Context: an optimization exercise on an open-source flow, tuned for small area, a short achievable clock period and few clock cycles. The choices shown serve that exercise and are no tape-out recipe.
Where RTL was checked, it was by simulation tests only, not by an equivalence proof against the original.
Power figures rest on the tool's default switching activity, not on a simulated workload.

== rev 12 ==
Design access_rights_table_unit, start of the top module:
module access_rights_table_unit
#(
  parameter int unsigned ENTRIES      = art_pkg::ENTRIES_DEF,
  parameter int unsigned MAX_SUBJECTS = art_pkg::MAX_SUBJECTS_DEF,
  parameter int unsigned MAX_OBJECTS  = art_pkg::MAX_OBJECTS_DEF
) (
  input  logic             clk_i,
  input  logic             rst_ni,
  input  logic             cfg_we_i,
  input  logic             cfg_idx_i,
  input  logic [art_pkg::CFG_W-1:0] cfg_data_i,
  input  logic             s_axis_tvalid,
  output logic             s_axis_tready,
  input  logic [15:0]      s_axis_tdata,   
  output logic             m_axis_tvalid,
  input  logic             m_axis_tready,
  output logic [31:0]      m_axis_tdata,   
  output logic             m_axis_tlast
);
  localparam int N = 64;
  logic        hv_q, sv_q;           
  logic [12:0] hc_q, sc_q;           
  logic        push, pop;
  assign s_axis_tready = !sv_q;
  assign push = s_axis_tvalid && !sv_q;
  logic [2:0] mode;
  logic [3:0] cs, co;
  logic [1:0] cm;
  assign mode = hc_q[2:0];
  assign cs   = hc_q[6:3];
  assign co   = hc_q[10:7];
  assign cm   = hc_q[12:11];
  logic m_add, m_rem, m_new, m_del, m_occ, m_list;
  logic [12:0] nh;
  logic [3:0]  hi_d;
  logic        load;
  always_comb begin
    nh = sv_q ? sc_q : s_axis_tdata[12:0];
    if (nh[2:0] == art_pkg::MODE_OCC) nh[6:3] = hi_d;
  end
  assign load = pop || (push && !hv_q);
  logic [3:0] subj_q [0:N-1];
  logic [3:0] obj_q  [0:N-1];
  logic [1:0] rts_q  [0:N-1];
  logic [6:0] count_q;
  logic [3:0] hi_q;                  
  logic [15:0] gone_q;
  ...
Size: ~3,700 cells after synthesis, roughly 840 flip-flops, roughly 62 I/O pins, about 0.044 sq mm of cells after synthesis.
clock: 8.0 ns
lec_check: 0
cap_margin: 20
core_margin: 2
core_utilization: 40
place_density: 0.6
setup_slack_margin: 5.0
slew_margin: 20
run.sh (not shown) runs the stock make flow with config.mk's settings and CLKGATE_MAP_FILE= SYNTH_SCRIPT=/design/flow/synth_recipe.tcl, a recipe that flattens the netlist after the stock synthesis.
Setup changes, rev 12 to rev 13
- a change of SETUP_SLACK_MARGIN from 5.0 to 4.0
Findings:
Per the comparison of rev 13 with rev 12, post-detailed-routing wire length decreased 2700 microns; setup slack shows an increase of 0.084 ns; cell count along the critical path down 2; non-clock buffer count dropped 8.8%.
Function was not checked in any run of this note: the RTL went through the layout flow alone.

* * *

access_rights_table_unit, a different RTL version from the one above (not shown whole).
For scale: about 4000 cells after synthesis, roughly 62 I/O pins.
Design access_rights_table_unit, start of the top module:
module access_rights_table_unit
#(
  parameter int unsigned ENTRIES      = art_pkg::ENTRIES_DEF,
  parameter int unsigned MAX_SUBJECTS = art_pkg::MAX_SUBJECTS_DEF,
  parameter int unsigned MAX_OBJECTS  = art_pkg::MAX_OBJECTS_DEF
) (
  input  logic             clk_i,
  input  logic             rst_ni,
  input  logic             cfg_we_i,
  input  logic             cfg_idx_i,
  input  logic [art_pkg::CFG_W-1:0] cfg_data_i,
  input  logic             s_axis_tvalid,
  output logic             s_axis_tready,
  input  logic [15:0]      s_axis_tdata,   
  output logic             m_axis_tvalid,
  input  logic             m_axis_tready,
  output logic [31:0]      m_axis_tdata,   
  output logic             m_axis_tlast
);
export LEC_CHECK = 0
export CAP_MARGIN = 20
export CORE_MARGIN = 2
export CORE_UTILIZATION = 40
export CTS_CLUSTER_DIAMETER = 80
export CTS_CLUSTER_SIZE = 30
export PLACE_DENSITY = 0.6
export SETUP_SLACK_MARGIN = 3.4
export SLEW_MARGIN = 20
create_clock -name core_clock -period 8.0 [get_ports {clk_i}]
The starting point completed with no timing, DRC or antenna violations.
Change:
- SETUP_SLACK_MARGIN: 3.4 -> 3.3
=> The new run went through all stages and came out clean; die area stays the same; first-iteration DRC count came out lower by 5.6%; wire length came out lower by 4.2%; total power came out lower by 2.8%; global-route usage came out lower by 1.3 points; synthesized cell count does not change; design area came out lower by 1.2%.
No functional check of the RTL was part of any run of this note.

* * *

## v6
Another version of the RTL of access_rights_table_unit (not shown whole).
Size: roughly 760 flip-flops, about 44,000 um2 of cells after synthesis.
## access_rights_table_unit
module access_rights_table_unit
#(
  parameter int unsigned ENTRIES      = art_pkg::ENTRIES_DEF,
  parameter int unsigned MAX_SUBJECTS = art_pkg::MAX_SUBJECTS_DEF,
  parameter int unsigned MAX_OBJECTS  = art_pkg::MAX_OBJECTS_DEF
) (
  input  logic             clk_i,
  input  logic             rst_ni,
  input  logic             cfg_we_i,
  input  logic             cfg_idx_i,
  input  logic [art_pkg::CFG_W-1:0] cfg_data_i,
  input  logic             s_axis_tvalid,
  output logic             s_axis_tready,
  input  logic [15:0]      s_axis_tdata,   
  output logic             m_axis_tvalid,
  input  logic             m_axis_tready,
  output logic [31:0]      m_axis_tdata,   
  output logic             m_axis_tlast
);
  localparam int N = 64;
  logic        hv_q, sv_q;           
  logic [12:0] sc_q;                 
  logic [12:3] hc_q;                 
  logic        push, pop, load;
  assign s_axis_tready = !sv_q;
  assign push = s_axis_tvalid && !sv_q;
  assign load = pop || (push && !hv_q);
  logic [3:0] cs, co;
  logic [1:0] cm;
  assign cs   = hc_q[6:3];
  assign co   = hc_q[10:7];
  assign cm   = hc_q[12:11];
  logic m_add, m_rem, m_new, m_del, m_occ, m_list;
  logic [12:0] nh;
  logic [3:0]  hi_d;
  always_comb begin
    nh = sv_q ? sc_q : s_axis_tdata[12:0];
    if (nh[2:0] == art_pkg::MODE_OCC) nh[6:3] = hi_d;
  end
  logic [3:0] subj_q [0:N-1];
  logic [3:0] obj_q  [0:N-1];
  logic [1:0] rts_q  [0:N-1];
  logic [6:0] count_q;
  logic [3:0] hi_q;                  
  logic [15:0] gone_q;
  logic [15:0] below_q;              
  logic [4:0] added_q, init_q;
  logic [4:0] objc_q;                
  logic       dany_q;                
  logic [6:0] ptr_q;                 
  logic        o0v_q, o0l_q;
  logic [23:0] o0d_q;
  logic ofree, step;
  assign ofree = !o0v_q || m_axis_tready;
  assign step = hv_q && ofree;
  logic use_s, use_o;
  assign use_s = !m_list;
  assign use_o = m_add || m_rem || m_list;
  logic [N-1:0] valid, p;
  always_comb begin
    for (int i = 0; i < N; i++) begin
      valid[i] = (rts_q[i] != 2'b00);
      p[i] = valid[i] && (!use_s || subj_q[i] == cs) && (!use_o || obj_q[i] == co) &&
             (!m_list || ptr_q[6] || (6'(i) < ptr_q[5:0]));
    end
  end
  logic       t_any [0:6][0:N-1];
  logic       t_mul [0:6][0:N-1];
  ...
clock: 8.0 ns
lec_check: 0
cap_margin: 20
core_margin: 2
core_utilization: 40
cts_cluster_diameter: 80
cts_cluster_size: 30
place_density: 0.6
setup_slack_margin: 3.0
slew_margin: 20
Relative to v6, the following input files were edited for v7:
-- flow/config.mk --
<<< v6, line 9
export CORE_MARGIN = 2
export CORE_UTILIZATION = 40
export CTS_CLUSTER_DIAMETER = 80
export CTS_CLUSTER_SIZE = 30
export PLACE_DENSITY = 0.6
export SETUP_SLACK_MARGIN = 3.0
export SLEW_MARGIN = 20
>>> v7, line 9
export CORE_MARGIN = 2
export CORE_UTILIZATION = 40
export PLACE_DENSITY = 0.6
export SETUP_SLACK_MARGIN = 3.3
export SLEW_MARGIN = 20
Findings:
In the final reports, the cell area of v7 is larger than that of v6.
Looking at sum of met3 wire segment lengths after detailed routing, v7 sits 1600 um higher than v6 does.
Delta (v7 minus v6): number of H-tree branching levels now sits higher, die area now sits at about the same level, number of nets in the final layout now sits higher.
No run of this note included a check of the RTL's function; only the layout flow was run.

* * *

== exp/lagoon ==
access_rights_table_unit, a different RTL version from the one above (not shown whole).
Size in the first run: ~3900 cells after synthesis, ~770 flip-flops, ~62 I/O pins, ~43000 um2 of cells after synthesis.
clock: 8.0 ns
lec_check: 0
cap_margin: 20
core_margin: 2
core_utilization: 45
cts_cluster_diameter: 80
cts_cluster_size: 30
place_density: 0.65
setup_slack_margin: 3.3
slew_margin: 20
Testbench counts of exp/lagoon, summed over its fixed seeds: cycles 7,924.
Edits applied to the flow inputs when going from exp/lagoon to exp/zinc:
Settings: GPL_TIMING_DRIVEN: unset -> 0; CORE_UTILIZATION: 45 -> 40; PLACE_DENSITY: 0.65 -> 0.6.
### Flow results
exp/zinc against exp/lagoon; number of nets in the finished design is up by a little under 10%. Of exp/lagoon and exp/zinc, the lower clock-buffer cell count belongs to exp/lagoon. Compare exp/lagoon and exp/zinc | depth of the worst register-to-register path higher: exp/lagoon. exp/zinc completed end to end with timing, DRC and antenna clean. In the flow results for exp/lagoon and exp/zinc, the critical path depth is smaller on exp/zinc. exp/zinc gives less initial standard-cell utilization of the core than exp/lagoon did. Compared to exp/lagoon, exp/zinc has reported combinational group power 56% higher. Summary: setup slack after layout, exp/zinc worse than exp/lagoon. Going from exp/lagoon to exp/zinc, the number of fill cells in the layout was found to have gone up by 11%.
The inputs of exp/umber differ from those of exp/zinc as listed below.
Settings: GPL_TIMING_DRIVEN no longer set, was 0; SETUP_SLACK_MARGIN now 3.4, was 3.3.
Notes after the runs:
- Every stage of the flow completed for exp/umber, and the final layout passed the timing, DRC and antenna checks.
- Diff exp/zinc -> exp/umber: relative contribution of the clock network to total power went up; via count normalized by instance count went down; slew at the pin closest to its max-slew limit went down; area overhead of the layout relative to synthesis went down; achievable frequency went up.
- Compared with exp/zinc, exp/umber shows wire length of the first global-routing pass lower by 20%.
- Compared with exp/zinc, exp/umber shows a total design power that is 3300 uW lower.
- Non-clock buffer count, exp/zinc and exp/umber: smaller value in exp/umber
- exp/zinc vs exp/umber, library cell contributing the largest single delay on the critical path: sky130_fd_sc_hd__or4_4 vs sky130_fd_sc_hd__dfrtp_2
Inputs modified between exp/umber and exp/willow:
Settings: changing SETUP_SLACK_MARGIN from 3.4 to 3.3.
Notes after the runs:
- No stage failed in exp/willow, and the final checks on the layout all came back clean.
- Comparing exp/willow with exp/umber, the hold slack came out essentially unchanged.
- Total global-route track usage: exp/umber vs exp/willow — no meaningful difference
- Of the two values seen for standard cell with the maximum stage delay on the critical path, sky130_fd_sc_hd__dfrtp_2 was produced by exp/umber and sky130_fd_sc_hd__or4_4 by exp/willow.
- Synthesized area essentially unchanged between exp/willow and exp/umber.
Relative to exp/willow, the following input files were edited for exp/onyx:
Settings: SETUP_SLACK_MARGIN changed from 3.3 to 3.2.
Notes after the runs:
Between exp/willow and exp/onyx, the wire length is lower for exp/willow.
exp/onyx vs. exp/willow: post-route standard cell area excluding fillers decreased about 0.64%, number of cells upsized or downsized after cts has decreased.
Going from exp/willow to exp/onyx, net switching power grows by 0.55%.

* * *

Another version of the RTL of access_rights_table_unit (not shown whole).
For scale: ~4,000 cells after synthesis, roughly 810 flip-flops, about 62 I/O pins, ~0.045 mm2 of cells after synthesis.
Design access_rights_table_unit, start of the top module:
module access_rights_table_unit
#(
  parameter int unsigned ENTRIES      = art_pkg::ENTRIES_DEF,
  parameter int unsigned MAX_SUBJECTS = art_pkg::MAX_SUBJECTS_DEF,
  parameter int unsigned MAX_OBJECTS  = art_pkg::MAX_OBJECTS_DEF
) (
  input  logic             clk_i,
  input  logic             rst_ni,
  input  logic             cfg_we_i,
  input  logic             cfg_idx_i,
  input  logic [art_pkg::CFG_W-1:0] cfg_data_i,
  input  logic             s_axis_tvalid,
  output logic             s_axis_tready,
  input  logic [15:0]      s_axis_tdata,   
  output logic             m_axis_tvalid,
  input  logic             m_axis_tready,
  output logic [31:0]      m_axis_tdata,   
  output logic             m_axis_tlast
);
  localparam int N = 64;
  logic        hv_q, sv_q;           
  logic [12:0] hc_q, sc_q;           
  logic        push, pop;
  assign s_axis_tready = !sv_q;
  assign push = s_axis_tvalid && !sv_q;
  logic [2:0] mode;
  logic [3:0] cs, co;
  logic [1:0] cm;
  assign mode = hc_q[2:0];
  assign cs   = hc_q[6:3];
  assign co   = hc_q[10:7];
  assign cm   = hc_q[12:11];
  logic m_add, m_rem, m_new, m_del, m_occ, m_list;
  assign m_add  = (mode == art_pkg::MODE_ADD);
  assign m_rem  = (mode == art_pkg::MODE_REM);
  assign m_new  = (mode == art_pkg::MODE_NEW);
  assign m_del  = (mode == art_pkg::MODE_DEL);
  assign m_occ  = (mode == art_pkg::MODE_OCC);
  assign m_list = (mode == art_pkg::MODE_LIST);
  logic [3:0] subj_q [0:N-1];
  logic [3:0] obj_q  [0:N-1];
  logic [1:0] rts_q  [0:N-1];
  logic [6:0] count_q;
  logic [3:0] hi_q;                  
  logic [15:0] gone_q;
  logic [4:0] added_q, init_q, objs_q;
  logic       first_q;               
  logic       dany_q;                
  logic [N-1:0] lmask_q;             
  logic        ov_q, ol_q;
  logic [31:0] od_q;
  logic step;
  assign step = hv_q && (!ov_q || m_axis_tready);
  logic       use_s, use_o;
  logic [3:0] key_s;
  assign use_s = !m_list;
  assign use_o = m_add || m_rem || m_list;
  assign key_s = m_occ ? hi_q : cs;
  logic [N-1:0] valid, mt, p;
  always_comb begin
  ...
export LEC_CHECK = 0
export CAP_MARGIN = 20
export CORE_MARGIN = 2
export CORE_UTILIZATION = 40
export PLACE_DENSITY = 0.6
export SETUP_SLACK_MARGIN = 4.0
export SLEW_MARGIN = 20
create_clock -name core_clock -period 8.0 [get_ports {clk_i}]
The baseline produced a clean layout.
Testbench counts at the start, summed over its fixed seeds: cycles 7,894.
Rerun with:
--- a/flow/config.mk
+++ b/flow/config.mk
@@ -6,8 +6,9 @@
 export NUM_CORES = 4
 export LEC_CHECK = 0
+export ABC_CLOCK_PERIOD_IN_PS = 3000
 export CAP_MARGIN = 20
 export CORE_MARGIN = 2
-export CORE_UTILIZATION = 40
-export PLACE_DENSITY = 0.6
-export SETUP_SLACK_MARGIN = 4.0
+export CORE_UTILIZATION = 50
+export PLACE_DENSITY = 0.65
+export SETUP_SLACK_MARGIN = 4.5
 export SLEW_MARGIN = 20
Effect: The changed run ran to the end with no violations; routed wire length rises by 1.0%; design area rose by 1.0%; via count came out higher by 2.6%; power rises by 4.4%; maximum frequency stays flat; count of clock-buffer cells in the layout came out higher by 2; core utilization climbs by 14 points; final cell count falls by 4.6%; area after synthesis stays the same; sequential power decreases by about 1%.

* * *

access_rights_table_unit, a different RTL version from the one above (not shown whole).
Size: roughly 62 I/O pins.
clock: 8.0 ns
lec_check: 0
cap_margin: 20
core_margin: 2
core_utilization: 40
cts_cluster_diameter: 60
cts_cluster_size: 24
place_density: 0.6
setup_slack_margin: 3.0
slew_margin: 20
Testbench counts at the start, summed over its fixed seeds: cycles 7,894.
Change:
CTS_CLUSTER_DIAMETER = unset   (was 60)
CTS_CLUSTER_SIZE = unset   (was 24)
SETUP_SLACK_MARGIN = 4.0   (was 3.0)
=> First-iteration DRC count fell by about 0.6%. Total power rose by about 11%. Via count rose by about 6.4%. Worst setup slack is better by 330 ps. Synthesized area does not change. Cell area rose by 12%. Die area stays the same.
Change:
SETUP_SLACK_MARGIN = 2.5   (was 4.0)
Effect: Final cell count is lower by 5.3%; worst setup slack got worse by 830 ps; clock-buffer cell count is higher by 6.

* * *

access_rights_table_unit, a different RTL version from the one above (not shown whole).
For scale: about 4100 cells after synthesis, about 790 flip-flops, about 62 I/O pins.
// access_rights_table_unit
module access_rights_table_unit
#(
  parameter int unsigned ENTRIES      = art_pkg::ENTRIES_DEF,
  parameter int unsigned MAX_SUBJECTS = art_pkg::MAX_SUBJECTS_DEF,
  parameter int unsigned MAX_OBJECTS  = art_pkg::MAX_OBJECTS_DEF
) (
  input  logic             clk_i,
  input  logic             rst_ni,
  input  logic             cfg_we_i,
  input  logic             cfg_idx_i,
  input  logic [art_pkg::CFG_W-1:0] cfg_data_i,
  input  logic             s_axis_tvalid,
  output logic             s_axis_tready,
  input  logic [15:0]      s_axis_tdata,   
  output logic             m_axis_tvalid,
  input  logic             m_axis_tready,
  output logic [31:0]      m_axis_tdata,   
  output logic             m_axis_tlast
);
clock: 8.0 ns
lec_check: 0
cap_margin: 20
core_margin: 2
core_utilization: 40
place_density: 0.6
setup_slack_margin: 3.0
slew_margin: 20
tns_end_percent: 20
==> next run, changes <==
--- a/flow/config.mk
+++ b/flow/config.mk
@@ -10,2 +10,2 @@
-export CORE_UTILIZATION = 40
-export PLACE_DENSITY = 0.6
+export CORE_UTILIZATION = 60
+export PLACE_DENSITY = 0.75
@@ -14 +13,0 @@
-export TNS_END_PERCENT = 20
Sequential power stays flat. Wire length falls slightly. Synthesized cell count is unchanged. Design area drops slightly. Die area went down by a quarter to a third. Synthesized area stays the same. Register-to-register slack gets better by 0.08 ns.
Function was not checked in any run of this note: the RTL went through the layout flow alone.

==> what the ideal ports hide <==
In the flow no input, the clock included, has a driving cell. The finished layouts below were timed again as built, in two steps.
Step 1 sets driving cells, clkbuf_16 on the clock port and buf_2 on the other inputs (assumed; they add their load-dependent delay and slew).
Step 2, shift: input delay + t, output delay - t, t = (earliest + latest rising clock arrival at the registers) / 2. This alone moves slack from input paths to output paths.
Three values: ideal ports, drivers, drivers and shift; two values: the first two.
run | t, ns | slack for setup (ns) | latest minus earliest clock arrival (ns) | pins driven straight from the clock port
rev 12 | 0.759 | 2.980 / 2.980 / 2.980 | 0.050 / 0.050 | 1
rev 13 | 0.758 | 3.064 / 3.064 / 3.064 | 0.040 / 0.040 | 1
the first run of note 2 | 0.714 | 3.220 / 3.220 / 2.857 | 0.031 / 0.031 | 1
the second run of note 2 | 0.746 | 3.265 / 3.265 / 2.774 | 0.051 / 0.051 | 1
v6 | 0.724 | 2.974 / 2.974 / 2.471 | 0.037 / 0.037 | 1
v7 | 0.760 | 3.237 / 3.237 / 2.670 | 0.041 / 0.041 | 1
exp/lagoon | 0.712 | 3.123 / 3.123 / 2.755 | 0.053 / 0.052 | 1
exp/zinc | 0.770 | 2.906 / 2.906 / 2.716 | 0.059 / 0.059 | 1
exp/umber | 0.748 | 3.167 / 3.167 / 2.745 | 0.066 / 0.066 | 1
exp/willow | 0.754 | 3.282 / 3.282 / 2.707 | 0.054 / 0.054 | 1
exp/onyx | 0.738 | 3.057 / 3.057 / 2.652 | 0.052 / 0.051 | 1
the first run of note 5 | 0.805 | 2.232 / 2.232 / 2.232 | 0.043 / 0.043 | 1
the second run of note 5 | 0.770 | 2.240 / 2.240 / 2.240 | 0.041 / 0.041 | 1
the first run of note 6 | 0.752 | 2.961 / 2.961 / 2.961 | 0.028 / 0.027 | 1
the second run of note 6 | 0.782 | 3.286 / 3.286 / 3.263 | 0.047 / 0.047 | 1
the third run of note 6 | 0.758 | 2.453 / 2.453 / 2.453 | 0.030 / 0.031 | 1
the first run of note 7 | 0.755 | 2.869 / 2.869 / 2.869 | 0.041 / 0.042 | 1
the second run of note 7 | 0.741 | 2.952 / 2.952 / 2.952 | 0.029 / 0.028 | 1
After both steps setup and hold are still met in every run listed. For exp/willow, which loses most, drivers alone change the setup slack by 0.000 ns; drivers and shift together by -0.575 ns.
